Background: an optimization exercise with open tools, aiming at small area, a short achievable clock period and few clock cycles per item. Do not read the settings as production practice. In this exercise RTL edits were held to simulation tests only and were not proved equivalent to the original.

### flow/config.mk
export PLATFORM = sky130hd
export DESIGN_NAME = midpoint_ellipse_points
export DESIGN_NICKNAME = midpoint_ellipse_points
export VERILOG_FILES = /design/flow/design.v
export SDC_FILE = /design/flow/constraint.sdc
export NUM_CORES = 4
export LEC_CHECK = 0
export CAP_MARGIN = 20
export CORE_MARGIN = 2
export CORE_UTILIZATION = 40
export SLEW_MARGIN = 20
### flow/constraint.sdc
create_clock -name core_clock -period 9.0 [get_ports {clk}]
set_input_delay 1.8000 -clock core_clock [delete_from_list [all_inputs] [get_ports {clk}]]
set_output_delay 1.8000 -clock core_clock [all_outputs]
set_load 0.01 [all_outputs]
### flow/design.v
package mep_pkg;
    localparam int RADIUS_W = 5;
    localparam int FIELD_W  = 10;
    localparam int SQ_W     = 2 * RADIUS_W;
    localparam int M_W      = SQ_W + RADIUS_W;
    localparam int K_W      = 17;
    localparam int COORD_BITS_DEFAULT = 11;
    localparam int CFG_IDX_W = 1;
    localparam logic [RADIUS_W-1:0] RADIUS_X_RESET = 5'd5;
    localparam logic [RADIUS_W-1:0] RADIUS_Y_RESET = 5'd2;
endpackage
import mep_pkg::*;
module midpoint_ellipse_points #(
    parameter int COORD_BITS = COORD_BITS_DEFAULT
) (
    input  logic                  clk,
    input  logic                  rst_n,
    input  logic                  cfg_we,
    input  logic [CFG_IDX_W-1:0]  cfg_index,
    input  logic [RADIUS_W-1:0]   cfg_data,
    input  logic                  in_valid,
    output logic                  in_ready,
    input  logic [FIELD_W-1:0]    center_x,
    input  logic [FIELD_W-1:0]    center_y,
    input  logic [FIELD_W-1:0]    shift_x,
    output logic                  out_valid,
    input  logic                  out_ready,
    output logic [COORD_BITS-1:0] x_right,
    output logic [COORD_BITS-1:0] x_left,
    output logic [COORD_BITS-1:0] y_upper,
    output logic [COORD_BITS-1:0] y_lower,
    output logic                  last_point
);
    logic [RADIUS_W-1:0] ra_reg, rb_reg;
    always_ff @(posedge clk or negedge rst_n)
    begin
        if (!rst_n)
        begin
            ra_reg <= RADIUS_X_RESET;
            rb_reg <= RADIUS_Y_RESET;
        end
        else if (cfg_we)
        begin
            if (cfg_index == 1'b0) ra_reg <= cfg_data;
            else                   rb_reg <= cfg_data;
        end
    end
    logic                q_v, q_rdy;
    logic [FIELD_W-1:0]  q_cx, q_cy, q_sh;
    logic [SQ_W-1:0]     q_a2, q_b2;
    logic [RADIUS_W-1:0] q_b;
    logic [M_W-1:0]      q_m;
    logic                load;
    assign in_ready = !q_v;
    always_ff @(posedge clk or negedge rst_n)
    begin
        if (!rst_n)
        begin
            q_v   <= 1'b0;
            q_rdy <= 1'b0;
        end
        else
        begin
            if (!q_v)      q_v <= in_valid;
            else if (load) q_v <= 1'b0;
            q_rdy <= q_v && !load;
        end
    end
    always_ff @(posedge clk)
    begin
        if (!q_v)
        begin
            q_cx <= center_x;
            q_cy <= center_y;
            q_sh <= shift_x;
            q_a2 <= ra_reg * ra_reg;
            q_b2 <= rb_reg * rb_reg;
            q_b  <= rb_reg;
        end
        if (!q_rdy)
        begin
            q_m <= q_a2 * q_b;
        end
    end
    logic                       w_v, w_r2;
    logic [RADIUS_W-1:0]        w_ex, w_ey;
    logic signed [FIELD_W+1:0]  w_cxs;
    logic [FIELD_W-1:0]         w_cy;
    logic signed [K_W-1:0]      w_k, w_p, w_q;
    logic [SQ_W-1:0]            w_a2, w_b2;
    logic [SQ_W:0]              w_s;
    logic signed [K_W-1:0]      w_k1;
    logic signed [SQ_W:0]       w_c;
    logic o_v;
    logic out_en, cont1, ey0, trans, last, emit, step_s;
    assign cont1  = (w_q < w_k1);
    assign ey0    = (w_ey == '0);
    assign trans  = w_v && !w_r2 && !cont1 && !ey0;
    assign last   = ey0 && (w_r2 || !cont1);
    assign out_en = !o_v || out_ready;
    assign emit   = w_v && !trans && out_en;
    assign load   = q_rdy && (!w_v || (emit && last));
    assign step_s  = w_k[K_W-1] ^ w_r2;
    logic signed [K_W-1:0] a2_k, b2_k, m_k, s_k, c_k;
    assign a2_k = K_W'(q_a2);
    assign b2_k = K_W'(q_b2);
    assign m_k  = K_W'(q_m);
    logic signed [K_W-1:0] inc_p, inc_q;
    assign inc_p = w_r2 ? K_W'(w_a2) << 1 : K_W'(w_b2) << 1;
    assign inc_q = step_s ? inc_p : K_W'(w_s) << 1;
    always_ff @(posedge clk or negedge rst_n)
    begin
        if (!rst_n)
        begin
            w_v <= 1'b0;
        end
        else if (load)
        begin
            w_v <= 1'b1;
        end
        else if (emit && last)
        begin
            w_v <= 1'b0;
        end
    end
    always_ff @(posedge clk)
    begin
        if (load)
        begin
            w_r2  <= 1'b0;
            w_ex  <= '0;
            w_ey  <= q_b;
            w_cxs <= {{2{q_cx[FIELD_W-1]}}, q_cx} + {2'b00, q_sh};
            w_cy  <= q_cy;
            w_a2  <= q_a2;
            w_b2  <= q_b2;
            w_s   <= {1'b0, q_a2} + {1'b0, q_b2};
            w_k1  <= (a2_k << 1) + (b2_k << 1) + b2_k;
            w_c   <= (SQ_W+1)'(3 * (q_b2 >> 2)) - (SQ_W+1)'(q_a2 >> 2)
                     + (SQ_W+1)'({q_b2[0], 1'b0}) - (SQ_W+1)'(1);
            w_k   <= b2_k - m_k + K_W'(q_a2 >> 2);
            w_p   <= (b2_k << 1) + b2_k;
            w_q   <= (a2_k << 1) + (b2_k << 1) + b2_k - (m_k << 1);
        end
        else if (trans)
        begin
            w_r2 <= 1'b1;
            w_k  <= w_k - w_p + (w_q >>> 1) + K_W'(w_c);
            w_p  <= w_q - w_p + K_W'(w_a2);
            w_q  <= w_q + K_W'(w_a2) - K_W'(w_b2);
        end
        else if (emit && !last)
        begin
            w_k <= w_k + (step_s ? w_p : w_q);
            w_p <= w_p + inc_p;
            w_q <= w_q + inc_q;
            if (!w_r2)
            begin
                w_ex <= w_ex + 1'b1;
                if (!step_s) w_ey <= w_ey - 1'b1;
            end
            else
            begin
                w_ey <= w_ey - 1'b1;
                if (!step_s) w_ex <= w_ex + 1'b1;
            end
        end
    end
    logic signed [FIELD_W+1:0] xr_s, xl_s;
    logic [COORD_BITS-1:0]     x_right_reg, x_left_reg, y_upper_reg, y_lower_reg;
    logic                      last_point_reg;
    assign xr_s = w_cxs + {7'b0, w_ex};
    assign xl_s = w_cxs - {7'b0, w_ex};
    function automatic logic [COORD_BITS-1:0] sat_hi(input logic signed [FIELD_W+1:0] v);
        if (!v[FIELD_W+1] && v[FIELD_W]) sat_hi = {1'b0, {(COORD_BITS-1){1'b1}}};
        else                             sat_hi = v[COORD_BITS-1:0];
    endfunction
    always_ff @(posedge clk or negedge rst_n)
    begin
        if (!rst_n)
        begin
            o_v <= 1'b0;
        end
        else
        begin
            o_v <= emit || (o_v && !out_ready);
        end
    end
    always_ff @(posedge clk)
    begin
        if (emit)
        begin
            x_right_reg    <= sat_hi(xr_s);
            x_left_reg     <= sat_hi(xl_s);
            y_upper_reg    <= {w_cy[FIELD_W-1], w_cy} + {6'b0, w_ey};
            y_lower_reg    <= {w_cy[FIELD_W-1], w_cy} - {6'b0, w_ey};
            last_point_reg <= last;
        end
    end
    assign out_valid  = o_v;
    assign x_right    = x_right_reg;
    assign x_left     = x_left_reg;
    assign y_upper    = y_upper_reg;
    assign y_lower    = y_lower_reg;
    assign last_point = last_point_reg;
endmodule
### flow/run.sh
#!/bin/bash
# synth_recipe.tcl (not shown) runs the flow's synth.tcl, then flattens the netlist and writes it again
# the make line also repeats each setting of config.mk as NAME=value (left out here)
make -C /OpenROAD-flow-scripts/flow DESIGN_CONFIG=/design/flow/config.mk WORK_HOME=/design/flow/orfs CLKGATE_MAP_FILE= SYNTH_SCRIPT=/design/flow/synth_recipe.tcl finish
==> impl_metrics.json, run 1 <==
{
  "status": "timing/DRC/antenna clean",
  "ctsResizeCount": 0,
  "hold_class": "flip-flop to flip-flop",
  "cts_root_buf": "clkbuf_16",
  "clk_transition_reported_paths_ns": 0.06,
  "drtPass1Iterations": 5,
  "clockBufferDepth": 3,
  "yosys_warnings": 1,
  "dp_cells": 3032,
  "cts_hold_buf": 0,
  "max_stage_delay_ns": 0.81,
  "grt_pass1_vias": 17070,
  "start_util_pct": 40.46,
  "syn_to_final_growth_pct": 12.52,
  "synth_ff_type": "edfxtp_1",
  "dp_hpwl_microns": 44380,
  "grt_overflow": 0,
  "fmax_ghz": 0.1952,
  "r2r_setup_slack_ns": 3.88,
  "core_region_area_sq_mm": 0.05520,
  "place_congestion": 0.8628,
  "cts_tree": "done",
  "tightest_slew_ns": 0.9573,
  "drt_iter0_drc": 878,
  "synth_top_area_share_pct": 32.27,
  "synthArstFlopShare_pct": 5.385,
  "report.final.slew_viol_count": 0,
  "vias_per_cell": 5.371,
  "grt.total_usage_pct": 20.03,
  "top_regs": "w_k (17), w_p (17), w_q (17)",
  "rr_endpoint": "w_q[15]",
  "port_buffers": 87,
  "place_ws_ns": 3.657,
  "path_common_cell": "ha_1",
  "cts_made_buffers": 31,
  "drv.max_cap_violation_count": 0,
  "final_net_count": 2716,
  "fin_skew_ns": 0.01564,
  "ys_seq_area_share_pct": 34.40,
  "dpl-instance-area_sq_mm": 0.02410,
  "setup_violations": 0,
  "grt_pass1_wl_microns": 90680,
  "rr_worst_depth": 17,
  "die-area_sq_mm": 0.05773,
  "rsz0062_at_grt": "no",
  "synth-edff-count": 240,
  "start_kind": "flip-flop",
  "fin_crit_ns": 5.123,
  "fin_cells": 3090,
  "min_period_over_period_pct": 56.92,
  "synthTopCellsByArea": "edfxtp_1, ha_1, fa_1, xnor2_1, inv_1",
  "timing.rr.start": "q_b[0]",
  "maxSlewHeadroom_pct": 36.18,
  "finalSetupTns_ns": 0,
  "yosys.area.top_type": "edfxtp_1",
  "setup_ws_ns": 3.877,
  "num_vias": 16600,
  "num_rows": 86,
  "antenna_found_initial": 1,
  "drtAntennaViolNets": 0,
  "ios": 88,
  "diodes": 0,
  "cp.arrival_ns": 5.44,
  "grt_max_degree": 74,
  "hold_depth": 0,
  "routedWlPerCell_microns": 18.47,
  "cts_setup_buffers": 0,
  "hold_viol": 0,
  "routed_wl_microns": 57080,
  "crit_fanout": 14,
  "critPathKind": "flip-flop to flip-flop",
  "cts-htree-levels": 1,
  "layout-drive-gt1-share_pct": 5.722,
  "cts_sinks": 260,
  "die_w_microns": 240.3,
  "slowest_stage": "a2111oi_1",
  "ys_ff_latch": 260,
  "hp-start": "q_cy[5]",
  "worstPathCellList": "ha_1 -> ha_1 -> inv_1 -> fa_1 -> nor2b_1 -> o21ai_0 -> a21boi_0 -> nor2_1 -> ha_1 -> and3_1 -> a2111oi_1 -> o211ai_1 -> a221o_1 -> nand2_1 -> xnor2_1 -> nand2_1 -> o221ai_1",
  "crit_required_ns": 9.32,
  "synth.distinct_cells": 90,
  "synth_area_sq_mm": 0.02233,
  "stdcell_area_sq_mm": 0.02513,
  "hold_end": "w_cy[5]",
  "die_h_microns": 240.3,
  "drt_drc_violations_left": 0,
  "netlist_instances": 2223,
  "clk-insertion-delay-late_ns": 0.60,
  "end_kind": "flip-flop",
  "syn_avg_cell_area_sq_um": 10.05
}
[cells in the mapped netlist, types with 11 or more instances]
master and instances:
nor2b_1 37, dfrtp_1 11, and2_1 58, o21bai_1 27, a21o_1 38, ha_1 255, a31oi_1 23, inv_1 288
nand4_1 13, xnor2_1 135, o21a_1 30, edfxtp_1 240, nand2b_1 21, a21oi_1 132, o211ai_1 12, nand3_1 31
clkbuf_1 27, nor3_1 53, mux2_2 36, and3_1 16, a211oi_1 33, o21ai_0 86, nand2_1 123, nor2_1 138
fa_1 103, xor2_1 53
[layer usage]
layer / GRT usage, % / vias up / wire length [microns]
li1: - / 8040 / -
met3: 2.135 / 74 / 2546
met2: 34.17 / 356 / 27290
met4: 5.157 / 0 / 1200
met5: 0 / - / 0
met1: 27.11 / 8126 / 26040
[cell usage in the layout, fill, tap and decap left out, types with 8 or more instances in the layout]
master	instances
clkdlybuf4s50_1	87
o21bai_1	27
and2_1	58
o21a_1	30
nand2_1	122
a21boi_0	9
nor2b_1	37
xor2_1	53
or3_1	9
inv_1	287
nor3b_1	8
nand2b_1	21
nand3_1	31
o211ai_1	12
edfxtp_1	240
a22oi_1	8
a31oi_1	23
mux2_2	36
nor3_1	53
and3_1	16
dfrtp_1	11
a21o_1	38
a211o_1	8
xnor2_1	135
ha_1	255
fa_1	103
o21ai_0	86
a21oi_1	132
clkbuf_16	32
nor2_1	137
buf_4	10
a211oi_1	33
nand4_1	13
[how the worst max path moves through the flow]
| stage | start | endpoint | cells after the start |
|---|---|---|---|
| after global routing | q_b[0] | w_q[15] | 20 |
| after floorplan | w_q[12] | last_point_reg | 9 |
| final | q_b[0] | w_q[15] | 17 |
| after CTS | q_b[0] | w_q[15] | 17 |
| after detailed placement | out_ready | w_p[1] | 10 |
| after global placement | out_ready | w_p[1] | 10 |
[through the flow]
step / hold slack [ns] / utilization, %
after global placement: 0.4030 / 43.65
final: 0.4178 / 45.52
after floorplan: 0.4003 / -
after CTS: 0.4203 / 45.52
after global routing: 0.4362 / 45.52
after detailed placement: 0.4061 / 43.65
[cell type report]
class | count | area (sq um)
clock inverter | 18 | 168.9
fill | 5150 | 30070
inverter | 290 | 1091
sequential | 260 | 7681
timing repair buffer | 97 | 945.9
clock buffer | 40 | 860.8
multi-input combinational | 1637 | 13440
tap | 748 | 935.9
[cells by family after synthesis]
kind of cell,synth area share (%)
AND/OR/NAND/NOR,12.49
AO/OA/AOI/OAI,14.58
adder cells (fa/ha/maj),23.52
buffers and inverters,5.603
flip-flops,34.40
XOR/XNOR,7.373
multiplexers,1.995
other,0.03363
[critical path: cells and delay by family, from the launching register on]
kind	cells	cell delay [ns]
flops	1	0.77
buf+inv	1	0.07
fa+ha+maj	4	1.31
xor+xnor	1	0.09
simple gates	5	0.64
compound gates	6	1.95
Testbench counts, summed over its fixed seeds: cycles 63,825, points 61,632.
==> inputs of run 2 (changes only) <==
--- a/flow/design.v
+++ b/flow/design.v
@@ -4,6 +4,7 @@
     localparam int SQ_W     = 2 * RADIUS_W;
     localparam int M_W      = SQ_W + RADIUS_W;
     localparam int K_W      = 17;
+    localparam int T_W      = 16;
     localparam int COORD_BITS_DEFAULT = 11;
     localparam int CFG_IDX_W = 1;
     localparam logic [RADIUS_W-1:0] RADIUS_X_RESET = 5'd5;
@@ -46,40 +47,43 @@
         end
     end
     logic                q_v, q_rdy;
+    logic [2:0]          q_cnt;
     logic [FIELD_W-1:0]  q_cx, q_cy, q_sh;
     logic [SQ_W-1:0]     q_a2, q_b2;
     logic [RADIUS_W-1:0] q_b;
-    logic [M_W-1:0]      q_m;
+    logic signed [T_W-1:0] q_t;
     logic                load;
     assign in_ready = !q_v;
-    always_ff @(posedge clk or negedge rst_n)
-    begin
-        if (!rst_n)
-        begin
-            q_v   <= 1'b0;
-            q_rdy <= 1'b0;
+    assign q_rdy    = q_v && (q_cnt == 3'd5);
+    always_ff @(posedge clk or negedge rst_n)
+    begin
+        if (!rst_n)
+        begin
+            q_v <= 1'b0;
         end
         else
         begin
             if (!q_v)      q_v <= in_valid;
             else if (load) q_v <= 1'b0;
-            q_rdy <= q_v && !load;
         end
     end
     always_ff @(posedge clk)
     begin
         if (!q_v)
         begin
-            q_cx <= center_x;
-            q_cy <= center_y;
-            q_sh <= shift_x;
-            q_a2 <= ra_reg * ra_reg;
-            q_b2 <= rb_reg * rb_reg;
-            q_b  <= rb_reg;
-        end
-        if (!q_rdy)
-        begin
-            q_m <= q_a2 * q_b;
+            q_cx  <= center_x;
+            q_cy  <= center_y;
+            q_sh  <= shift_x;
+            q_a2  <= ra_reg * ra_reg;
+            q_b2  <= rb_reg * rb_reg;
+            q_b   <= rb_reg;
+            q_cnt <= 3'd0;
+            q_t   <= '0;
+        end
+        else if (q_cnt != 3'd5)
+        begin
+            q_cnt <= q_cnt + 3'd1;
+            q_t   <= (q_t <<< 1) - (q_b[3'd4 - q_cnt] ? T_W'(q_a2) : T_W'(0));
         end
     end
     logic                       w_v, w_r2;
@@ -89,11 +93,11 @@
     logic signed [K_W-1:0]      w_k, w_p, w_q;
     logic [SQ_W-1:0]            w_a2, w_b2;
     logic [SQ_W:0]              w_s;
-    logic signed [K_W-1:0]      w_k1;
+    logic signed [T_W-1:0]      w_g;
     logic signed [SQ_W:0]       w_c;
     logic o_v;
     logic out_en, cont1, ey0, trans, last, emit, step_s;
-    assign cont1  = (w_q < w_k1);
+    assign cont1  = w_g[T_W-1];
     assign ey0    = (w_ey == '0);
     assign trans  = w_v && !w_r2 && !cont1 && !ey0;
     assign last   = ey0 && (w_r2 || !cont1);
@@ -101,10 +105,10 @@
     assign emit   = w_v && !trans && out_en;
     assign load   = q_rdy && (!w_v || (emit && last));
     assign step_s  = w_k[K_W-1] ^ w_r2;
-    logic signed [K_W-1:0] a2_k, b2_k, m_k, s_k, c_k;
+    logic signed [K_W-1:0] a2_k, b2_k, t_k;
     assign a2_k = K_W'(q_a2);
     assign b2_k = K_W'(q_b2);
-    assign m_k  = K_W'(q_m);
+    assign t_k  = K_W'(q_t);
     logic signed [K_W-1:0] inc_p, inc_q;
     assign inc_p = w_r2 ? K_W'(w_a2) << 1 : K_W'(w_b2) << 1;
     assign inc_q = step_s ? inc_p : K_W'(w_s) << 1;
@@ -135,12 +139,12 @@
             w_a2  <= q_a2;
             w_b2  <= q_b2;
             w_s   <= {1'b0, q_a2} + {1'b0, q_b2};
-            w_k1  <= (a2_k << 1) + (b2_k << 1) + b2_k;
+            w_g   <= q_t;
             w_c   <= (SQ_W+1)'(3 * (q_b2 >> 2)) - (SQ_W+1)'(q_a2 >> 2)
                      + (SQ_W+1)'({q_b2[0], 1'b0}) - (SQ_W+1)'(1);
-            w_k   <= b2_k - m_k + K_W'(q_a2 >> 2);
+            w_k   <= b2_k + t_k + K_W'(q_a2 >> 2);
             w_p   <= (b2_k << 1) + b2_k;
-            w_q   <= (a2_k << 1) + (b2_k << 1) + b2_k - (m_k << 1);
+            w_q   <= (a2_k << 1) + (b2_k << 1) + b2_k + (t_k <<< 1);
         end
         else if (trans)
         begin
@@ -154,6 +158,7 @@
             w_k <= w_k + (step_s ? w_p : w_q);
             w_p <= w_p + inc_p;
             w_q <= w_q + inc_q;
+            w_g <= w_g + (step_s ? T_W'(w_b2) : T_W'(w_s));
             if (!w_r2)
             begin
                 w_ex <= w_ex + 1'b1;
==> impl_metrics.json, run 2 <==
{
  "clk-insertion-delay-late_ns": 0.54,
  "ys_seq_area_share_pct": 35.88,
  "drt_drc_violations_left": 0,
  "critPathKind": "flip-flop to flip-flop",
  "synth_top_area_share_pct": 32.03,
  "synthSimpleGateAreaFrac_pct": 10.96,
  "clockBufferDepth": 3,
  "clk_transition_reported_paths_ns": 0.06,
  "cts_setup_buffers": 0,
  "netlist_instances": 2146,
  "synth_compound_area_share_pct": 14.31,
  "synth_adder_area_share_pct": 22.28,
  "cts_sinks": 268,
  "drv.max_cap_violation_count": 0,
  "cp.arrival_ns": 5.05,
  "finalSetupTns_ns": 0,
  "end_kind": "flip-flop",
  "cts_hold_buf": 0,
  "drt_iter0_drc": 963,
  "setup_violations": 0,
  "synthTopCellsByArea": "edfxtp_1, ha_1, fa_1, xnor2_1, inv_1",
  "layout-drive-gt1-share_pct": 5.846,
  "yosys.area.top_type": "edfxtp_1",
  "fmax_ghz": 0.2088,
  "final_net_count": 2605,
  "synth-edff-count": 230,
  "synth.distinct_cells": 80,
  "fin_skew_ns": 0.02257,
  "place_congestion": 0.8421,
  "core_region_area_sq_mm": 0.05360,
  "rsz0062_at_grt": "no",
  "grt.total_usage_pct": 19.72,
  "grt_max_degree": 77,
  "crit_required_ns": 9.26,
  "drtPass1Iterations": 5,
  "hold_class": "flip-flop to flip-flop",
  "die_w_microns": 236.2,
  "dp_hpwl_microns": 41800,
  "grt_overflow": 0,
  "cts-htree-levels": 2,
  "synth_area_sq_mm": 0.02156,
  "min_period_over_period_pct": 53.22,
  "diodes": 0,
  "port_buffers": 87,
  "layout_common_cells": "inv_1, ha_1, edfxtp_1",
  "maxSlewHeadroom_pct": 36.03,
  "die-area_sq_mm": 0.05578,
  "ys_ff_latch": 268,
  "num_rows": 85,
  "report.final.slew_viol_count": 0,
  "num_vias": 15650,
  "synthTopCellsByCount": "inv_1, ha_1, edfxtp_1",
  "grt_pass1_vias": 15680,
  "cts_made_buffers": 35,
  "drtAntennaViolNets": 0,
  "start_util_pct": 40.23,
  "vias_per_cell": 5.296,
  "synthXorXnorAreaFrac_pct": 8.570,
  "rr_worst_depth": 14,
  "synthMuxAreaShare_pct": 2.843,
  "ctsResizeCount": 0,
  "top_regs": "w_k (17), w_p (17), w_q (17)",
  "hold_viol": 0,
  "ios": 88,
  "tightest_slew_ns": 0.9595,
  "cts_tree": "done",
  "crit_fanout": 32,
  "routed_wl_microns": 54900,
  "yosysMostFrequentCell": "inv_1",
  "start_kind": "flip-flop",
  "fin_crit_ns": 4.790,
  "die_h_microns": 236.2,
  "hold_depth": 0,
  "syn_to_final_growth_pct": 12.83,
  "synthArstFlopShare_pct": 4.851,
  "syn_avg_cell_area_sq_um": 10.05,
  "status": "timing/DRC/antenna clean",
  "synth_ff_type": "edfxtp_1",
  "cts_root_buf": "clkbuf_16",
  "grt_pass1_wl_microns": 86430,
  "mostFrequentLayoutCell": "inv_1",
  "antenna_found_initial": 0,
  "yosys_warnings": 1,
  "synth_top_family_by_area": "adder cells",
  "routedWlPerCell_microns": 18.58,
  "holdWs_ns": 0.4181
}
run 2: cell families (layout without fill, tap and decap cells):
group | after synthesis | count (layout)
xor gates and xnor gates | 211 | 211
AOI/OAI and AO/OA | 486 | 486
adders and majority gates | 330 | 330
buffers and inverters | 292 | 403
and+or+nand+nor | 503 | 503
muxes | 54 | 54
other | 2 | 3
DFF | 268 | 268
run 2: stage by stage:
step	util (%)	instances	worst slack [ns]	area (sq um)
6_report	45.39	2954	4.210	24330
5_1_grt	45.39	2954	3.875	24330
4_1_cts	45.39	2954	4.213	24330
3_5_place_dp	43.33	2893	3.746	23220
3_3_place_gp	43.33	2893	3.710	23220
2_1_floorplan	-	2147	3.338	21570
run 2: final timing paths:
check	startpoint	to	slack, ns
worst min-delay path	q_cy[4]	w_cy[4]	0.42
max in group asynchronous	rst_n	ra_reg[1]	6.73
worst max-delay path	w_r2	w_k[15]	4.21
worst max register to register	w_r2	w_k[15]	4.21
min in group asynchronous	rst_n	o_v	1.73
worst min register to register	q_cy[4]	w_cy[4]	0.42
run 2: layout make-up:
class,count,area (sq um)
fill,5048,29270
clock buffer,47,940.9
tap,696,870.8
inverter,245,922.1
clock inverter,14,163.9
multi-input combinational,1587,12750
timing repair buffer,97,945.9
sequential,268,7736
run 2: routing by layer:
metal  wire length (microns)  GRT usage, %
met1                   24680         25.89
met4                    1720         6.598
met3                    1965         2.610
met5                       0             0
met2                   26530         33.58
run 2: worst max-delay path, cell delays in order, from the launching register on:
cell	delay (ns)
dfxtp_1	0.30
buf_4	0.21
ha_2	0.57
buf_4	0.47
mux2_2	0.39
ha_1	0.35
a21oi_1	0.21
a21boi_0	0.12
o21ai_0	0.26
a21oi_1	0.14
a2111oi_2	0.52
o21ai_0	0.27
a2111o_1	0.47
a21oi_1	0.15
a211oi_1	0.06
Testbench counts of run 2, summed over its fixed seeds: cycles 63,926, points 61,632.
==> inputs of run 3 (changes only) <==
--- a/flow/config.mk
+++ b/flow/config.mk
@@ -7,5 +7,6 @@
 export LEC_CHECK = 0
 export CAP_MARGIN = 20
 export CORE_MARGIN = 2
-export CORE_UTILIZATION = 40
+export CORE_UTILIZATION = 70
+export SETUP_SLACK_MARGIN = 5
 export SLEW_MARGIN = 20
==> impl_metrics.json, run 3 <==
{
  "layout-drive-gt1-share_pct": 11.62,
  "hold_viol": 0,
  "status": "timing/DRC/antenna clean",
  "clockBufferDepth": 3,
  "final_net_count": 2655,
  "grt_overflow": 0,
  "die_w_microns": 179.5,
  "yosys_warnings": 1,
  "antenna_found_initial": 0,
  "clk-insertion-delay-late_ns": 0.57,
  "port_buffers": 87,
  "place_congestion": 0.9268,
  "rr_endpoint": "w_q[15]",
  "fin_crit_ns": 4.051,
  "grt_pass1_wl_microns": 88420,
  "vias_per_cell": 6.220,
  "yosysMostFrequentCell": "inv_1",
  "ys_ff_latch": 268,
  "num_vias": 16810,
  "top_regs": "w_k (17), w_p (17), w_q (17)",
  "cts_tree": "done",
  "die-area_sq_mm": 0.03222,
  "synthArstFlopShare_pct": 4.851,
  "report.final.slew_viol_count": 0,
  "fillers": 1938,
  "core_region_area_sq_mm": 0.03043,
  "cp.arrival_ns": 4.35,
  "hold_end": "w_cy[6]",
  "min_period_over_period_pct": 45.01,
  "start_kind": "flip-flop",
  "synth_top_area_share_pct": 32.03,
  "synth-edff-count": 230,
  "cts_made_buffers": 29,
  "hold_depth": 0,
  "synth_area_sq_mm": 0.02156,
  "synth.distinct_cells": 80,
  "routed-wl-met3_microns": 4293,
  "critPathKind": "flip-flop to flip-flop",
  "crit_fanout": 4,
  "ios": 88,
  "diodes": 0,
  "maxSlewHeadroom_pct": 39.62,
  "cts_sinks": 268,
  "grt.total_usage_pct": 34.35,
  "drv.max_cap_violation_count": 0,
  "start_util_pct": 70.86,
  "drtPass1Iterations": 6,
  "rsz0062_at_grt": "yes",
  "rr_worst_depth": 19,
  "r2r_setup_slack_ns": 4.95,
  "drt_iter0_drc": 1439,
  "setup_violations": 0,
  "finalSetupTns_ns": 0,
  "layout_common_cells": "inv_1, edfxtp_1, ha_1",
  "clk_transition_reported_paths_ns": 0.06,
  "synthTopCellsByCount": "inv_1, ha_1, edfxtp_1",
  "netlist_instances": 2146,
  "fin_skew_ns": 0.01431,
  "drt_drc_violations_left": 0,
  "synth_ff_type": "edfxtp_1",
  "mostFrequentLayoutCell": "inv_1",
  "ys_seq_area_share_pct": 35.88,
  "crit_required_ns": 9.30,
  "cts-htree-levels": 1,
  "wl_met1_microns": 22310,
  "cts_root_buf": "clkbuf_16",
  "grt_pass1_vias": 16810,
  "die_h_microns": 179.5,
  "num_rows": 64,
  "end_kind": "flip-flop",
  "yosys.area.top_type": "edfxtp_1",
  "dp_hpwl_microns": 40520,
  "grt_max_degree": 92,
  "timing.rr.start": "q_b2[3]",
  "tightest_slew_ns": 0.9057,
  "met2_length_microns": 27060,
  "hold_class": "flip-flop to flip-flop",
  "routed_wl_microns": 56380,
  "fmax_ghz": 0.2468,
  "top_layer": "met4",
  "synthTopCellsByArea": "edfxtp_1, ha_1, fa_1, xnor2_1, inv_1",
  "drtAntennaViolNets": 0,
  "hp-start": "q_cy[6]",
  "routedWlPerCell_microns": 20.86,
  "syn_avg_cell_area_sq_um": 10.05,
  "fin_util_pct": 81.55,
  "syn_to_final_growth_pct": 15.09
}
-- run 3: cell counts after synthesis --
Identical to the previous run, type by type.
-- run 3: worst max-delay path by stage --
stage,start,to,slack [ns],cells past startpoint
2_1_floorplan,q_b2[2],w_q[15],5.01,19
3_3_place_gp,out_ready,w_p[12],3.56,9
3_5_place_dp,out_ready,w_p[10],3.52,9
4_1_cts,w_k[16],w_k[14],5.00,15
5_1_grt,q_b2[3],w_q[15],4.81,19
6_report,q_b2[3],w_q[15],4.95,19
-- run 3: layout make-up --
type	instances	area [sq um]	share of cell area, %
Tap cell	396	495.5	1.997
Timing Repair Buffer	152	1443	5.813
Multi-Input combinational cell	1588	13190	53.17
Clock buffer	35	820.8	3.307
Sequential cell	268	7737	31.18
Clock inverter	19	197.7	0.7966
Inverter	245	928.4	3.741
-- run 3: layer usage --
layer | track usage (%) | vias to the layer above
met3 | 4.822 | 179
li1 | - | 7829
met2 | 57.78 | 743
met1 | 44.97 | 8062
met4 | 14.37 | 0
met5 | 0 | -
-- run 3: critical path, stage by stage (launching register included) --
cell and delay (ns):
edfxtp_1 0.48, fa_1 0.58, inv_2 0.05, fa_2 0.39, nor2b_4 0.14, o21ai_2 0.08, a21boi_2 0.18, o21ai_2 0.11
a21boi_2 0.16, o21ai_1 0.07, nand2b_1 0.16, xor2_2 0.12, ha_4 0.28, nand2_2 0.04, o21a_1 0.20, o21ai_2 0.20
nand3_2 0.11, xnor2_2 0.18, o22ai_1 0.18, a21oi_1 0.05
-- run 3: logic make-up after synthesis --
logic type / synth area share, %
simple gates: 10.96
compound gates: 14.31
fa+ha+maj: 22.28
buf+inv: 5.124
flops: 35.88
xor+xnor: 8.570
mux: 2.843
other cells: 0.03483
-- run 3: timing repair --
| action | CTS | global route |
|---|---|---|
| pin swaps | 12 | 37 |
| setup buffers | 30 | 23 |
| resized for setup | 61 | 65 |
| hold buffers | 0 | 0 |
| setup endpoints to repair | 139 | 95 |
| gates cloned | 1 | 2 |
-- run 3: stage by stage --
stage,setup slack [ns],std cells,hold WS [ns],area [sq um]
after floorplan,5.008,2147,0.4003,21590
after global placement,3.558,2593,0.4043,22850
after detailed placement,3.517,2593,0.4045,22850
after CTS,5.001,2678,0.4211,24350
after global routing,4.805,2703,0.4344,24820
final,4.949,2703,0.4193,24820
==> inputs of run 4 (changes only) <==
--- a/flow/config.mk
+++ b/flow/config.mk
@@ -8,5 +8,7 @@
 export CAP_MARGIN = 20
 export CORE_MARGIN = 2
 export CORE_UTILIZATION = 70
+export CTS_CLUSTER_DIAMETER = 60
+export CTS_CLUSTER_SIZE = 30
 export SETUP_SLACK_MARGIN = 5
 export SLEW_MARGIN = 20
==> impl_metrics.json, run 4 <==
{
  "status": "timing/DRC/antenna clean",
  "dp_cells": 2593,
  "clockBufferDepth": 3,
  "tightest_slew_ns": 0.9195,
  "rsz0062_at_grt": "yes",
  "place_congestion": 0.9268,
  "mostFrequentLayoutCell": "edfxtp_1",
  "cts_tree": "done",
  "synth_area_sq_mm": 0.02156,
  "grt_pass1_wl_microns": 88040,
  "drtAntennaViolNets": 0,
  "hold_class": "flip-flop to flip-flop",
  "slowest_stage": "fa_1",
  "worstPathCellList": "fa_1 -> ha_4 -> nor2b_2 -> o21ai_2 -> a21boi_2 -> o21ai_2 -> a21boi_2 -> o21ai_1 -> nand2b_1 -> a21oi_1 -> nor2b_1 -> ha_2 -> nand2_1 -> o21ai_2 -> nand3_2 -> xnor2_2 -> o22ai_1 -> a21oi_1",
  "synthTopCellsByArea": "edfxtp_1, ha_1, fa_1, xnor2_1, inv_1",
  "diodes": 0,
  "ys_seq_area_share_pct": 35.88,
  "die_h_microns": 179.5,
  "timing.rr.start": "q_a2[3]",
  "end_kind": "flip-flop",
  "hp-start": "q_cy[6]",
  "path_common_cell": "o21ai_2",
  "crit_buf_inv": 0,
  "port_buffers": 87,
  "cts_sinks": 268,
  "maxSlewHeadroom_pct": 38.70,
  "drv.max_cap_violation_count": 0,
  "clk_transition_reported_paths_ns": 0.07,
  "cp_top_family": "compound AO/OA/AOI/OAI gates",
  "synthMuxAreaShare_pct": 2.843,
  "syn_avg_cell_area_sq_um": 10.05,
  "die-area_sq_mm": 0.03222,
  "yosys_warnings": 1,
  "drt_iter0_drc": 1493,
  "cp.arrival_ns": 4.42,
  "min_period_over_period_pct": 45.77,
  "grt.total_usage_pct": 34.16,
  "crit_required_ns": 9.30,
  "synthSimpleGateAreaFrac_pct": 10.96,
  "setup_ws_ns": 4.881,
  "routed_wl_microns": 56230,
  "yosys.area.top_type": "edfxtp_1",
  "fin_util_pct": 81.54,
  "setup_violations": 0,
  "synth.distinct_cells": 80,
  "fmax_ghz": 0.2428,
  "top_regs": "w_k (17), w_p (17), w_q (17)",
  "critPathKind": "flip-flop to flip-flop",
  "core_region_area_sq_mm": 0.03043,
  "crit_fanout": 6,
  "holdWs_ns": 0.4198,
  "clk-insertion-delay-late_ns": 0.58,
  "layout_common_cells": "edfxtp_1, inv_1, ha_1",
  "num_vias": 16810,
  "die_w_microns": 179.5,
  "layout-drive-gt1-share_pct": 11.84,
  "cts_root_buf": "clkbuf_16",
  "fin_cells": 2702,
  "antenna_found_initial": 0,
  "netlist_instances": 2146,
  "fin_skew_ns": 0.02012,
  "ys_ff_latch": 268,
  "place_ws_ns": 3.517,
  "final_net_count": 2655,
  "cts_made_buffers": 28,
  "synth_top_area_share_pct": 32.03,
  "ios": 88,
  "grt_max_degree": 92,
  "hold_viol": 0,
  "start_kind": "flip-flop",
  "synthArstFlopShare_pct": 4.851,
  "num_rows": 64,
  "finalSetupTns_ns": 0,
  "drt_drc_violations_left": 0,
  "grt_overflow": 0,
  "synth_adder_area_share_pct": 22.28,
  "routedWlPerCell_microns": 20.81,
  "synth_compound_area_share_pct": 14.31,
  "synthXorXnorAreaFrac_pct": 8.570,
  "drtPass1Iterations": 5,
  "synthTopCellsByCount": "inv_1, ha_1, edfxtp_1",
  "synth_top_family_by_area": "adder cells",
  "dp_hpwl_microns": 40520,
  "report.final.slew_viol_count": 0,
  "startpoint": "q_a2[3]",
  "fin_crit_ns": 4.119,
  "synth-edff-count": 230,
  "max_stage_delay_ns": 0.63,
  "syn_to_final_growth_pct": 15.07,
  "yosysMostFrequentCell": "inv_1",
  "grt_pass1_vias": 16670,
  "cts-htree-levels": 1,
  "start_util_pct": 70.86,
  "vias_per_cell": 6.221,
  "synth_ff_type": "edfxtp_1"
}
[run 4: worst paths after layout]
kind / endpoint / cells past startpoint / slack (ns)
max: w_q[15] / 18 / 4.88
min in group asynchronous: q_v / 1 / 1.68
max in group asynchronous: rb_reg[0] / 1 / 6.80
min reg2reg: w_cy[6] / 0 / 0.42
min: w_cy[6] / 0 / 0.42
max reg2reg: w_q[15] / 18 / 4.88
[run 4: layer usage]
| layer | track usage (%) | vias up | wire, microns |
|---|---|---|---|
| li1 | - | 7824 | - |
| met1 | 45.14 | 8134 | 22380 |
| met2 | 57.66 | 705 | 27400 |
| met3 | 5.490 | 145 | 4418 |
| met4 | 11.74 | 0 | 2029 |
| met5 | 0 | - | 0 |
[run 4: cell families (layout without fill, tap and decap cells)]
logic type | Yosys count | count (layout)
fa+ha+maj | 330 | 330
xor+xnor | 211 | 211
other cells | 2 | 3
compound gates | 486 | 486
flops | 268 | 268
mux | 54 | 54
buf+inv | 292 | 451
simple gates | 503 | 503
[run 4: cell type report]
class                           count  area [sq um]
Timing Repair Buffer              154          1465
Multi-Input combinational cell   1587         13200
Tap cell                          396         495.5
Sequential cell                   268          7737
Clock inverter                     21         232.7
Fill cell                        1945          5617
Inverter                          245         928.4
Clock buffer                       31         754.5
[run 4: through the flow]
step | cell area [sq um]
5_1_grt | 24810
4_1_cts | 24360
2_1_floorplan | 21590
6_report | 24810
3_3_place_gp | 22850
3_5_place_dp | 22850
[run 4: what timing repair did]
action,4_1_cts,5_1_grt
gates resized for setup,68,60
gates cloned,2,0
pin swaps,15,41
buffers inserted,28,27
setup endpoints to repair,136,79
hold buffers,0,0
==> inputs of run 5 (changes only) <==
--- a/flow/config.mk
+++ b/flow/config.mk
@@ -7,8 +7,6 @@
 export LEC_CHECK = 0
 export CAP_MARGIN = 20
 export CORE_MARGIN = 2
-export CORE_UTILIZATION = 70
-export CTS_CLUSTER_DIAMETER = 60
-export CTS_CLUSTER_SIZE = 30
+export CORE_UTILIZATION = 40
 export SETUP_SLACK_MARGIN = 5
 export SLEW_MARGIN = 20
==> impl_metrics.json, run 5 <==
{
  "fmax_ghz": 0.2517,
  "grt.total_usage_pct": 20.09,
  "num_rows": 85,
  "maxSlewHeadroom_pct": 40.53,
  "synth_area_sq_mm": 0.02156,
  "die-area_sq_mm": 0.05578,
  "rr_worst_depth": 14,
  "max_stage_delay_ns": 0.53,
  "drt_iter0_drc": 1050,
  "num_vias": 16140,
  "synth_top_area_share_pct": 32.03,
  "synthTopCellsByArea": "edfxtp_1, ha_1, fa_1, xnor2_1, inv_1",
  "drt_drc_violations_left": 0,
  "ys_ff_latch": 268,
  "synthArstFlopShare_pct": 4.851,
  "syn_to_final_growth_pct": 15.98,
  "final_net_count": 2653,
  "mostFrequentLayoutCell": "ha_1",
  "routed_wl_microns": 56860,
  "crit_end": "w_q[16]",
  "yosysMostFrequentCell": "inv_1",
  "cts_root_buf": "clkbuf_16",
  "end_kind": "flip-flop",
  "synth.distinct_cells": 80,
  "crit_buf_inv": 3,
  "top_regs": "w_k (17), w_p (17), w_q (17)",
  "netlist_instances": 2146,
  "clk-insertion-delay-late_ns": 0.61,
  "fin_util_pct": 46.66,
  "tightest_slew_ns": 0.8921,
  "timing.rr.start": "w_q[3]",
  "routedWlPerCell_microns": 18.93,
  "grt_pass1_vias": 16020,
  "place_ws_ns": 4.211,
  "setup_ws_ns": 5.026,
  "syn_avg_cell_area_sq_um": 10.05,
  "antenna_found_initial": 0,
  "start_util_pct": 40.23,
  "worstPathCellList": "inv_2 -> buf_4 -> fa_1 -> inv_1 -> ha_1 -> o21a_1 -> o31a_1 -> o41a_1 -> a311o_1 -> a221o_1 -> and2_4 -> and3_1 -> o21ai_1 -> nand4_1",
  "synth_ff_type": "edfxtp_1",
  "start_kind": "flip-flop",
  "r2r_setup_slack_ns": 5.03,
  "min_period_over_period_pct": 44.15,
  "cp.arrival_ns": 4.32,
  "fin_cells": 3003,
  "fin_skew_ns": 0.01454,
  "clockBufferDepth": 3,
  "vias_per_cell": 5.376,
  "report.final.slew_viol_count": 0,
  "startpoint": "w_q[3]",
  "crit_fanout": 5,
  "cts_sinks": 268,
  "rsz0062_at_grt": "yes",
  "yosys_warnings": 1,
  "hold_viol": 0,
  "grt_pass1_wl_microns": 88310,
  "drtAntennaViolNets": 0,
  "clk_transition_reported_paths_ns": 0.07,
  "die_h_microns": 236.2,
  "port_buffers": 87,
  "rr_endpoint": "w_q[16]",
  "crit_cells": 14,
  "drv.max_cap_violation_count": 0,
  "cts_tree": "done",
  "status": "timing/DRC/antenna clean",
  "diodes": 0,
  "layout_common_cells": "ha_1, inv_1, edfxtp_1",
  "synth-edff-count": 230,
  "crit_required_ns": 9.34,
  "slowest_stage": "fa_1",
  "cts-htree-levels": 1,
  "synthTopCellsByCount": "inv_1, ha_1, edfxtp_1",
  "grt_max_degree": 80,
  "ios": 88,
  "cts_made_buffers": 31,
  "critPathKind": "flip-flop to flip-flop",
  "fin_crit_ns": 3.974,
  "core_region_area_sq_mm": 0.05360,
  "die_w_microns": 236.2,
  "dp_cells": 2893,
  "layout-drive-gt1-share_pct": 10.58,
  "dp_hpwl_microns": 42820,
  "drtPass1Iterations": 5,
  "setup_violations": 0,
  "cp_top_family": "compound AO/OA/AOI/OAI gates",
  "place_congestion": 0.8760,
  "grt_overflow": 0,
  "ys_seq_area_share_pct": 35.88,
  "yosys.area.top_type": "edfxtp_1",
  "cts_hold_buf": 0,
  "finalSetupTns_ns": 0,
  "hold_class": "flip-flop to flip-flop"
}
==> run 5: cell count changes in the layout (fill, tap and decap cells not counted), moves of 5 or more <==
cell,before,now
clkinv_8,7,0
a21oi_1,135,141
a21oi_2,13,7
clkinv_2,2,9
ha_1,227,232
==> run 5: cells by family after synthesis <==
group / count (synthesis) / synth area share, %
buffers and inverters: 292 / 5.124
flip-flops: 268 / 35.88
XOR/XNOR: 211 / 8.570
multiplexers: 54 / 2.843
other: 2 / 0.03483
AND/OR/NAND/NOR: 503 / 10.96
AO/OA/AOI/OAI: 486 / 14.31
adder cells (fa/ha/maj): 330 / 22.28
==> run 5: worst min path at each step <==
stage	from	end	slack, ns	cells past startpoint
floorplan	q_cy[0]	w_cy[0]	0.40	0
global placement	q_cy[7]	w_cy[7]	0.40	0
detailed placement	q_cy[5]	w_cy[5]	0.41	0
CTS	q_cy[2]	w_cy[2]	0.42	0
global route	q_cy[2]	w_cy[2]	0.43	0
finish	q_cy[2]	w_cy[2]	0.42	0
==> run 5: cell type report <==
| class | instances | area [sq um] |
|---|---|---|
| clock buffers | 34 | 787.0 |
| clock inverters | 24 | 244.0 |
| fillers | 4991 | 28590 |
| inverters | 245 | 933.4 |
| multi-input cells | 1587 | 13050 |
| flip-flops and latches | 268 | 7737 |
| well taps | 696 | 870.8 |
| repair buffers | 149 | 1383 |
==> run 5: metrics by stage <==
| stage | hold WS, ns | instance area, sq um |
|---|---|---|
| floorplan | 0.4003 | 21590 |
| global placement | 0.4037 | 23230 |
| detailed placement | 0.4054 | 23230 |
| CTS | 0.4220 | 24600 |
| global route | 0.4292 | 25010 |
| finish | 0.4206 | 25010 |
==> run 5: what timing repair did <==
action,in CTS,in global routing
pin swaps,16,26
endpoints found under the setup margin,131,105
gates cloned,0,1
gates resized for setup,39,66
setup buffers,28,23
==> run 5: metal layers <==
| metal | global-route usage [%] | vias up | part of all wire, % |
|---|---|---|---|
| met1 | 26.49 | 7788 | 44 |
| met5 | 0 | - | 0 |
| li1 | - | 7830 | - |
| met4 | 7.537 | 0 | 3.8 |
| met3 | 1.966 | 126 | 4.1 |
| met2 | 34.25 | 400 | 48 |
==> inputs of run 6 (changes only) <==
==> flow/flow/run.sh (new file) <==
#!/bin/bash
# The standard layout, with plain buffers (sky130_fd_sc_hd__buf_2) on the ports
# instead of the delay cells buffer_ports picks by default.
set -euo pipefail
export BUFFER_PORTS_ARGS="-buffer_cell sky130_fd_sc_hd__buf_2"
bash standard.sh finish > standard_flow.log 2>&1
==> flow/standard.sh (new file) <==
#!/bin/bash
# synth_recipe.tcl (not shown) runs the flow's synth.tcl, then flattens the netlist and writes it again
# the make line also repeats each setting of config.mk as NAME=value (left out here)
make -C /OpenROAD-flow-scripts/flow DESIGN_CONFIG=/design/flow/config.mk WORK_HOME=/design/flow/orfs CLKGATE_MAP_FILE= SYNTH_SCRIPT=/design/flow/synth_recipe.tcl "${@:-finish}"
removed: flow/run.sh
==> impl_metrics.json, run 6 <==
{
  "crit_fanout": 4,
  "yosys_warnings": 1,
  "ios": 88,
  "die_w_microns": 236.2,
  "core_region_area_sq_mm": 0.05360,
  "rr_worst_depth": 17,
  "syn_avg_cell_area_sq_um": 10.05,
  "rsz0062_at_grt": "yes",
  "grt_pass1_wl_microns": 88060,
  "setup_violations": 0,
  "vias_per_cell": 5.341,
  "synthArstFlopShare_pct": 4.851,
  "syn_to_final_growth_pct": 14.51,
  "die-area_sq_mm": 0.05578,
  "rr_endpoint": "w_q[16]",
  "start_util_pct": 40.23,
  "routed_wl_microns": 56750,
  "max_stage_delay_ns": 0.46,
  "grt_max_degree": 84,
  "drt_drc_violations_left": 0,
  "cp.arrival_ns": 4.44,
  "top_regs": "w_k (17), w_p (17), w_q (17)",
  "num_rows": 85,
  "antenna_found_initial": 2,
  "routedWlPerCell_microns": 18.88,
  "hold_class": "flip-flop to flip-flop",
  "synthTopCellsByCount": "inv_1, ha_1, edfxtp_1",
  "synthTopCellsByArea": "edfxtp_1, ha_1, fa_1, xnor2_1, inv_1",
  "dp_hpwl_microns": 41720,
  "mostFrequentLayoutCell": "ha_1",
  "num_vias": 16060,
  "synth_top_area_share_pct": 32.03,
  "synth-edff-count": 230,
  "cts_root_buf": "clkbuf_16",
  "ys_ff_latch": 268,
  "worstPathCellList": "buf_4 -> fa_1 -> ha_1 -> inv_1 -> o21ai_1 -> a21oi_2 -> o21ai_0 -> a21oi_2 -> xnor2_1 -> ha_1 -> nand2_1 -> nor3_4 -> a21oi_1 -> o21ai_2 -> a21oi_1 -> or4_1 -> nand4_1",
  "layout-drive-gt1-share_pct": 14.51,
  "layout_common_cells": "ha_1, inv_1, edfxtp_1",
  "start_kind": "flip-flop",
  "grt.total_usage_pct": 20.05,
  "status": "timing/DRC/antenna clean",
  "startpoint": "q_b2[4]",
  "hold_viol": 0,
  "synth_area_sq_mm": 0.02156,
  "cts_made_buffers": 34,
  "clockBufferDepth": 3,
  "finalSetupTns_ns": 0,
  "critPathKind": "flip-flop to flip-flop",
  "place_ws_ns": 3.979,
  "yosysMostFrequentCell": "inv_1",
  "r2r_setup_slack_ns": 4.97,
  "report.final.slew_viol_count": 0,
  "yosys.area.top_type": "edfxtp_1",
  "min_period_over_period_pct": 44.79,
  "fin_crit_ns": 4.031,
  "dp_cells": 2893,
  "drtAntennaViolNets": 0,
  "setup_ws_ns": 4.969,
  "end_kind": "flip-flop",
  "synth_ff_type": "edfxtp_1",
  "grt_overflow": 0,
  "slowest_stage": "fa_1",
  "drtPass1Iterations": 5,
  "clk-insertion-delay-late_ns": 0.55,
  "fin_skew_ns": 0.02374,
  "synth.distinct_cells": 80,
  "crit_required_ns": 9.41,
  "drv.max_cap_violation_count": 0,
  "hold_depth": 0,
  "crit_end": "w_q[16]",
  "clk_transition_reported_paths_ns": 0.06,
  "die_h_microns": 236.2,
  "cts_hold_buf": 0,
  "place_congestion": 0.8598,
  "netlist_instances": 2146,
  "maxSlewHeadroom_pct": 41.39,
  "ys_seq_area_share_pct": 35.88,
  "drt_iter0_drc": 1100,
  "cts-htree-levels": 2,
  "port_buffers": 87,
  "fmax_ghz": 0.2481,
  "holdWs_ns": 0.4133,
  "timing.rr.start": "q_b2[4]",
  "fin_cells": 3006,
  "final_net_count": 2654,
  "grt_pass1_vias": 15900,
  "tightest_slew_ns": 0.8791,
  "cts_tree": "done",
  "cts_sinks": 268
}
[run 6: changes by cell type in the layout (fill, tap and decap cells not counted), sizes merged, moves of 3 or more]
| cell | previous run | this run |
|---|---|---|
| clkdlybuf4s50 | 87 | 0 |
| clkinv | 15 | 12 |
| buf | 60 | 144 |
| clkbuf | 36 | 43 |
[run 6: through the flow]
stage                     cell area, sq um  util [%]
after floorplan                      21590         -
after global placement               22790     42.53
after detailed placement             22790     42.53
after CTS                            24340     45.41
after global routing                 24690     46.06
final                                24690     46.06
[run 6: logic make-up (layout without fill, tap and decap cells)]
| logic type | Yosys count | after routing | share of synthesized area, % |
|---|---|---|---|
| and+or+nand+nor | 503 | 504 | 10.96 |
| adders and majority gates | 330 | 330 | 22.28 |
| other | 2 | 5 | 0.03483 |
| AOI/OAI and AO/OA | 486 | 486 | 14.31 |
| xor gates and xnor gates | 211 | 211 | 8.570 |
| DFF | 268 | 268 | 35.88 |
| buffers and inverters | 292 | 452 | 5.124 |
| muxes | 54 | 54 | 2.843 |
[run 6: area by class of cell]
cell class,instances,area (sq um)
flip-flops and latches,268,7737
inverters,245,938.4
clock buffers,43,905.9
fillers,5082,28910
diodes,2,5.005
clock inverters,18,183.9
multi-input cells,1588,13090
repair buffers,146,957.2
well taps,696,870.8
[run 6: repair_timing]
item	CTS	global route
setup buffers	27	20
resized for setup	59	50
endpoints found under the setup margin	114	92
pin swaps	27	21
gates cloned	2	1
[run 6: per-layer routing]
layer,vias to the layer above,GRT usage (%),share of wire (%),wire (microns)
met5,-,0,0,0
met4,0,5.351,2.3,1287
met3,74,2.235,3.9,2192
met2,354,34.05,49,27750
met1,7813,27.20,45,25520
li1,7815,-,-,-
[run 6: worst min path at each step]
stage	from	endpoint
floorplan	q_cy[0]	w_cy[0]
global placement	q_cy[5]	w_cy[5]
detailed placement	q_cy[7]	w_cy[7]
CTS	q_cy[7]	w_cy[7]
global route	q_cy[7]	w_cy[7]
finish	q_cy[7]	w_cy[7]
[run 6: critical path: cells and delay by family (launching register included)]
| family | cells | cell delay, ns |
|---|---|---|
| XOR/XNOR | 1 | 0.14 |
| adder cells (fa/ha/maj) | 3 | 1.18 |
| flip-flops | 1 | 0.45 |
| AND/OR/NAND/NOR | 4 | 0.85 |
| buffers and inverters | 2 | 0.24 |
| AO/OA/AOI/OAI | 7 | 1.05 |
==> inputs of run 7 (changes only) <==
==> flow/flow/run.sh (replaced) <==
#!/bin/bash
# The standard layout, with plain buffers on the ports instead of the delay cells
# buffer_ports picks by default, and timing repair aimed at a 3.4 ns period.
set -euo pipefail
export BUFFER_PORTS_ARGS="-buffer_cell sky130_fd_sc_hd__buf_2"
bash standard.sh SETUP_SLACK_MARGIN=5.6 finish > standard_flow.log 2>&1
--- a/flow/config.mk
+++ b/flow/config.mk
@@ -8,5 +8,4 @@
 export CAP_MARGIN = 20
 export CORE_MARGIN = 2
 export CORE_UTILIZATION = 40
-export SETUP_SLACK_MARGIN = 5
 export SLEW_MARGIN = 20
==> impl_metrics.json, run 7 <==
{
  "drtPass1Iterations": 5,
  "ys_seq_area_share_pct": 35.88,
  "seqCellArea_sq_mm": 0.007749,
  "synthTopCellsByCount": "inv_1, ha_1, edfxtp_1",
  "path_common_cell": "o21ai_2",
  "syn_to_final_growth_pct": 21.56,
  "antenna_found_initial": 0,
  "syn_avg_cell_area_sq_um": 10.05,
  "num_vias": 16410,
  "slowest_stage": "fa_1",
  "die-area_sq_mm": 0.05578,
  "clockBufferDepth": 3,
  "drtAntennaViolNets": 0,
  "yosys_warnings": 1,
  "status": "timing/DRC/antenna clean",
  "max_stage_delay_ns": 0.56,
  "ys_ff_latch": 268,
  "fmax_ghz": 0.2455,
  "cts-htree-levels": 2,
  "report.final.slew_viol_count": 0,
  "core_region_area_sq_mm": 0.05360,
  "timing.rr.start": "q_b2[3]",
  "drv.max_cap_violation_count": 0,
  "r2r_setup_slack_ns": 4.93,
  "synth_compound_area_share_pct": 14.31,
  "drt_drc_violations_left": 0,
  "fin_skew_ns": 0.02063,
  "layout_common_cells": "edfxtp_1, inv_1, ha_1",
  "ios": 88,
  "cts_hold_buf": 0,
  "min_period_over_period_pct": 45.27,
  "hold_viol": 0,
  "synthXorXnorAreaFrac_pct": 8.570,
  "worstPathCellList": "fa_1 -> inv_2 -> fa_2 -> nor2b_2 -> o21ai_2 -> a21boi_2 -> o21ai_2 -> a21boi_2 -> o21ai_1 -> nand2b_1 -> xor2_2 -> buf_4 -> buf_6 -> ha_4 -> a21oi_4 -> o21ai_2 -> a21oi_2 -> or4_1 -> nand4_1",
  "rr_endpoint": "w_q[16]",
  "end_kind": "flip-flop",
  "start_util_pct": 40.23,
  "grt.total_usage_pct": 20.24,
  "grt_pass1_wl_microns": 88750,
  "crit_fanout": 4,
  "cts_root_buf": "clkbuf_16",
  "hold_class": "flip-flop to flip-flop",
  "cts_made_buffers": 34,
  "yosysMostFrequentCell": "inv_1",
  "hold_depth": 0,
  "top_regs": "w_k (17), w_p (17), w_q (17)",
  "fillers": 4902,
  "num_rows": 85,
  "vias_per_cell": 5.322,
  "cp_top_family": "adder cells",
  "clk_transition_reported_paths_ns": 0.06,
  "yosys.area.top_type": "edfxtp_1",
  "die_h_microns": 236.2,
  "final_net_count": 2733,
  "cts_sinks": 268,
  "die_w_microns": 236.2,
  "maxSlewHeadroom_pct": 42.63,
  "crit_required_ns": 9.42,
  "port_buffers": 87,
  "synth_area_sq_mm": 0.02156,
  "diodes": 0,
  "hp-start": "q_cy[7]",
  "synth_top_family_by_area": "adder cells",
  "tightest_slew_ns": 0.8606,
  "synthMuxAreaShare_pct": 2.843,
  "holdWs_ns": 0.4150,
  "dp_hpwl_microns": 41020,
  "hold_end": "w_cy[7]",
  "netlist_instances": 2146,
  "mostFrequentLayoutCell": "edfxtp_1",
  "grt_overflow": 0,
  "routedWlPerCell_microns": 18.94,
  "layout-drive-gt1-share_pct": 22.96,
  "synthSimpleGateAreaFrac_pct": 10.96,
  "drt_iter0_drc": 969,
  "finalSetupTns_ns": 0,
  "synth_adder_area_share_pct": 22.28,
  "clk-insertion-delay-late_ns": 0.55,
  "setup_violations": 0,
  "place_congestion": 0.8686,
  "synth-edff-count": 230,
  "rsz0062_at_grt": "yes",
  "synthTopCellsByArea": "edfxtp_1, ha_1, fa_1, xnor2_1, inv_1",
  "start_kind": "flip-flop",
  "synthArstFlopShare_pct": 4.851,
  "rr_worst_depth": 19,
  "multi_input_area_sq_mm": 0.01394,
  "grt_pass1_vias": 16070,
  "synth_ff_type": "edfxtp_1",
  "critPathKind": "flip-flop to flip-flop",
  "fin_crit_ns": 4.074,
  "cp.arrival_ns": 4.49,
  "grt_max_degree": 78,
  "routed_wl_microns": 58390,
  "cts_tree": "done",
  "synth_top_area_share_pct": 32.03,
  "synth.distinct_cells": 80,
  "crit_buf_inv": 3
}
==> run 7: cell types whose count changed in the layout (fill, tap and decap cells not counted), moves of 14 or more <==
cell,previous run,this run
a21oi_2,7,25
ha_1,233,209
ha_4,6,24
buf_4,54,115
a21oi_1,141,119
buf_6,1,15
o21ai_0,84,65
==> run 7: worst max-delay path by stage <==
stage,start,to,slack [ns],depth (start not counted)
after floorplan,q_b2[3],w_q[15],5.34,18
after global placement,out_ready,w_k[15],4.59,10
after global routing,q_a2[2],w_q[15],4.74,19
after CTS,q_a2[3],w_q[15],4.97,18
final,q_b2[3],w_q[16],4.93,19
after detailed placement,out_ready,w_p[3],4.55,7
==> run 7: cells by family after synthesis <==
group / Yosys count
simple gates: 503
compound gates: 486
fa+ha+maj: 330
buf+inv: 292
flops: 268
xor+xnor: 211
mux: 54
other cells: 2
==> run 7: worst reg2reg max path, stage by stage, from the launching register on <==
cell	delay, ns
edfxtp_1	0.49
fa_1	0.56
inv_2	0.05
fa_2	0.39
nor2b_2	0.13
o21ai_2	0.08
a21boi_2	0.19
o21ai_2	0.09
a21boi_2	0.18
o21ai_1	0.07
nand2b_1	0.15
xor2_2	0.10
buf_4	0.14
buf_6	0.11
ha_4	0.30
a21oi_4	0.06
o21ai_2	0.19
a21oi_2	0.08
or4_1	0.47
nand4_1	0.10
==> run 7: timing repair <==
action | in CTS | in global routing
buffers inserted | 69 | 59
gates cloned | 1 | 1
pin swaps | 60 | 114
gates resized for setup | 126 | 133
setup endpoints to repair | 158 | 100
==> run 7: area by class of cell <==
class                           count  area share [%]
Sequential cell                   268           29.56
Timing Repair Buffer              224           6.134
Multi-Input combinational cell   1587           53.18
Clock buffer                       45           3.599
Inverter                          245           3.580
Tap cell                          696           3.322
Timing Repair inverter              2         0.06683
Clock inverter                     16          0.5537
==> run 7: per-layer routing <==
layer | wire length (microns) | global-route usage, % | vias up
li1 | - | - | 7981
met1 | 25860 | 27.13 | 7961
met2 | 28540 | 34.32 | 360
met3 | 1981 | 1.826 | 106
met4 | 2010 | 7.173 | 0
met5 | 0 | 0 | -
==> run 7: metrics by stage <==
stage                     cell area [sq um]  std cells  utilization [%]  setup slack, ns
after floorplan                       21850       2147                -            5.338
after global placement                23000       2892            42.91            4.585
after detailed placement              23000       2892            42.91            4.551
after CTS                             25160       3023            46.93            4.970
after global routing                  26210       3083            48.90            4.736
final                                 26210       3083            48.90            4.926
==> inputs of run 8 (changes only) <==
==> flow/flow/run.sh (replaced) <==
#!/bin/bash
# The standard layout, with plain buffers on the ports instead of the delay cells
# buffer_ports picks by default, and timing repair aimed at a 3.4 ns period.
set -euo pipefail
export BUFFER_PORTS_ARGS="-buffer_cell sky130_fd_sc_hd__buf_2"
bash standard.sh SETUP_SLACK_MARGIN=5.3 finish > standard_flow.log 2>&1
==> impl_metrics.json, run 8 <==
{
  "layout_common_cells": "edfxtp_1, inv_1, ha_1",
  "clk_transition_reported_paths_ns": 0.06,
  "grt_pass1_wl_microns": 89230,
  "final_net_count": 2711,
  "end_kind": "flip-flop",
  "vias_per_cell": 5.316,
  "timing.rr.start": "w_k[16]",
  "gr-usage-met1_pct": 27.32,
  "cts_hold_buf": 0,
  "setup_ws_ns": 5.005,
  "fmax_ghz": 0.2503,
  "yosys.area.top_type": "edfxtp_1",
  "synth_ff_type": "edfxtp_1",
  "start_kind": "primary input",
  "num_vias": 16270,
  "syn_to_final_growth_pct": 18.43,
  "dp_hpwl_microns": 41180,
  "ys_ff_latch": 268,
  "hold_viol": 0,
  "hp-start": "q_cy[7]",
  "synthTopCellsByArea": "edfxtp_1, ha_1, fa_1, xnor2_1, inv_1",
  "synth_top_area_share_pct": 32.03,
  "status": "timing/DRC/antenna clean",
  "routed_wl_microns": 57660,
  "synthTopCellsByCount": "inv_1, ha_1, edfxtp_1",
  "grtUsageMet2_pct": 33.78,
  "num_rows": 85,
  "core_region_area_sq_mm": 0.05360,
  "start_util_pct": 40.23,
  "finalSetupTns_ns": 0,
  "report.final.slew_viol_count": 0,
  "clockBufferDepth": 3,
  "top_regs": "w_k (17), w_p (17), w_q (17)",
  "yosys_warnings": 1,
  "drtAntennaViolNets": 0,
  "drt_iter0_drc": 1058,
  "multi_input_area_sq_mm": 0.01344,
  "synth-edff-count": 230,
  "min_period_over_period_pct": 44.39,
  "rr_endpoint": "w_k[15]",
  "routedWlPerCell_microns": 18.84,
  "die_w_microns": 236.2,
  "diodes": 0,
  "setup_violations": 0,
  "maxSlewHeadroom_pct": 42.57,
  "synth.distinct_cells": 80,
  "worstPathCellList": "buf_2 -> nor2b_1 -> o21ai_1 -> nand3_2 -> buf_12 -> clkinv_8 -> nor2_2 -> buf_6 -> clkinvlp_4 -> a21oi_1 -> a211oi_1",
  "die-area_sq_mm": 0.05578,
  "drtPass1Iterations": 5,
  "r2r_setup_slack_ns": 5.00,
  "grt_max_degree": 90,
  "clk-insertion-delay-late_ns": 0.61,
  "cts_tree": "done",
  "port_buffers": 87,
  "hold_class": "flip-flop to flip-flop",
  "dpl-instance-area_sq_mm": 0.02286,
  "die_h_microns": 236.2,
  "grt_pass1_vias": 16190,
  "crit_fanout": 55,
  "mostFrequentLayoutCell": "edfxtp_1",
  "ios": 88,
  "layout-drive-gt1-share_pct": 19.07,
  "hold_end": "w_cy[7]",
  "rsz0062_at_grt": "yes",
  "grt.total_usage_pct": 20.18,
  "syn_avg_cell_area_sq_um": 10.05
}
[run 8: cell types whose count changed in the layout (fill, tap and decap cells not counted), moves of 9 or more]
cell	change
o21ai_2	-9
o21ai_0	+9
ha_1	+18
a21oi_1	+12
buf_6	-9
buf_4	-11
a21oi_2	-11
ha_4	-12
[run 8: logic make-up (layout without fill, tap and decap cells)]
group | count (synthesis) | in the layout | synth area share, %
flip-flops | 268 | 268 | 35.88
adder cells (fa/ha/maj) | 330 | 330 | 22.28
AO/OA/AOI/OAI | 486 | 486 | 14.31
other | 2 | 3 | 0.03483
multiplexers | 54 | 54 | 2.843
XOR/XNOR | 211 | 211 | 8.570
AND/OR/NAND/NOR | 503 | 504 | 10.96
buffers and inverters | 292 | 509 | 5.124
[run 8: per-layer routing]
metal  vias up  share of wire [%]
met1      7878                 45
met3       110                3.5
met5         -                  0
li1       7926                  -
met2       357                 48
met4         0                4.1
[run 8: metrics by stage]
step                util (%)  instances
finish                 47.64       3061
global route           47.64       3061
CTS                    46.63       3025
detailed placement     42.64       2895
global placement       42.64       2895
floorplan                  -       2147
[run 8: what timing repair did]
item                                    4_1_cts  5_1_grt
pin swaps                                    42       43
cloned                                        1        1
gates resized for setup                     124       77
hold endpoints to repair                      0        0
setup buffers                                71       35
endpoints found under the setup margin      178      174
[run 8: worst max-delay path by stage]
stage | to | start
final | w_k[15] | out_ready
after global routing | w_q[15] | q_b2[3]
after CTS | w_k[15] | w_k[16]
after detailed placement | w_k[15] | out_ready
after global placement | w_k[15] | out_ready
after floorplan | w_q[16] | q_b2[3]
[run 8: final cells by class]
cell class                      count  share of cell area, %
Multi-Input combinational cell   1588                  52.63
Sequential cell                   268                  30.31
Timing Repair Buffer              206                  5.752
Inverter                          245                  3.674
Tap cell                          696                  3.410
Clock buffer                       35                  3.136
Clock inverter                     23                  1.093

## afterwards: timing with drivers on the ports
How much do the figures lean on ideal ports? The routed layouts below were timed once more, with nothing changed but the port constraints.
Step 1 (the two cells are an assumption about what drives the block):
set clk [get_ports {clk}]
set_driving_cell -lib_cell sky130_fd_sc_hd__clkbuf_16 $clk
set_driving_cell -lib_cell sky130_fd_sc_hd__buf_2 [delete_from_list [all_inputs] $clk]
Step 2 also shifts input and output timing later by t, the mid clock arrival at the registers, as if the neighbouring blocks saw the same clock.
Slacks: ideal / step 1 / step 2; pairs: ideal / step 1.
run	t, ns	slack for setup (ns)	latest minus earliest clock arrival (ns)
run 1	0.646	3.877 / 3.877 / 3.623	0.016 / 0.016
run 2	0.591	4.210 / 4.210 / 3.678	0.023 / 0.023
run 3	0.617	4.949 / 4.949 / 4.521	0.014 / 0.015
run 4	0.621	4.881 / 4.881 / 4.506	0.020 / 0.021
run 5	0.655	5.026 / 5.026 / 4.494	0.015 / 0.015
run 6	0.600	4.969 / 4.969 / 4.598	0.024 / 0.024
run 7	0.595	4.926 / 4.926 / 4.926	0.021 / 0.021
run 8	0.651	5.005 / 5.005 / 4.387	0.025 / 0.025
After both steps every run listed still meets setup and hold. The setup slack of run 8, which loses most, moves by 0.000 ns with the drivers and by -0.618 ns with both steps.
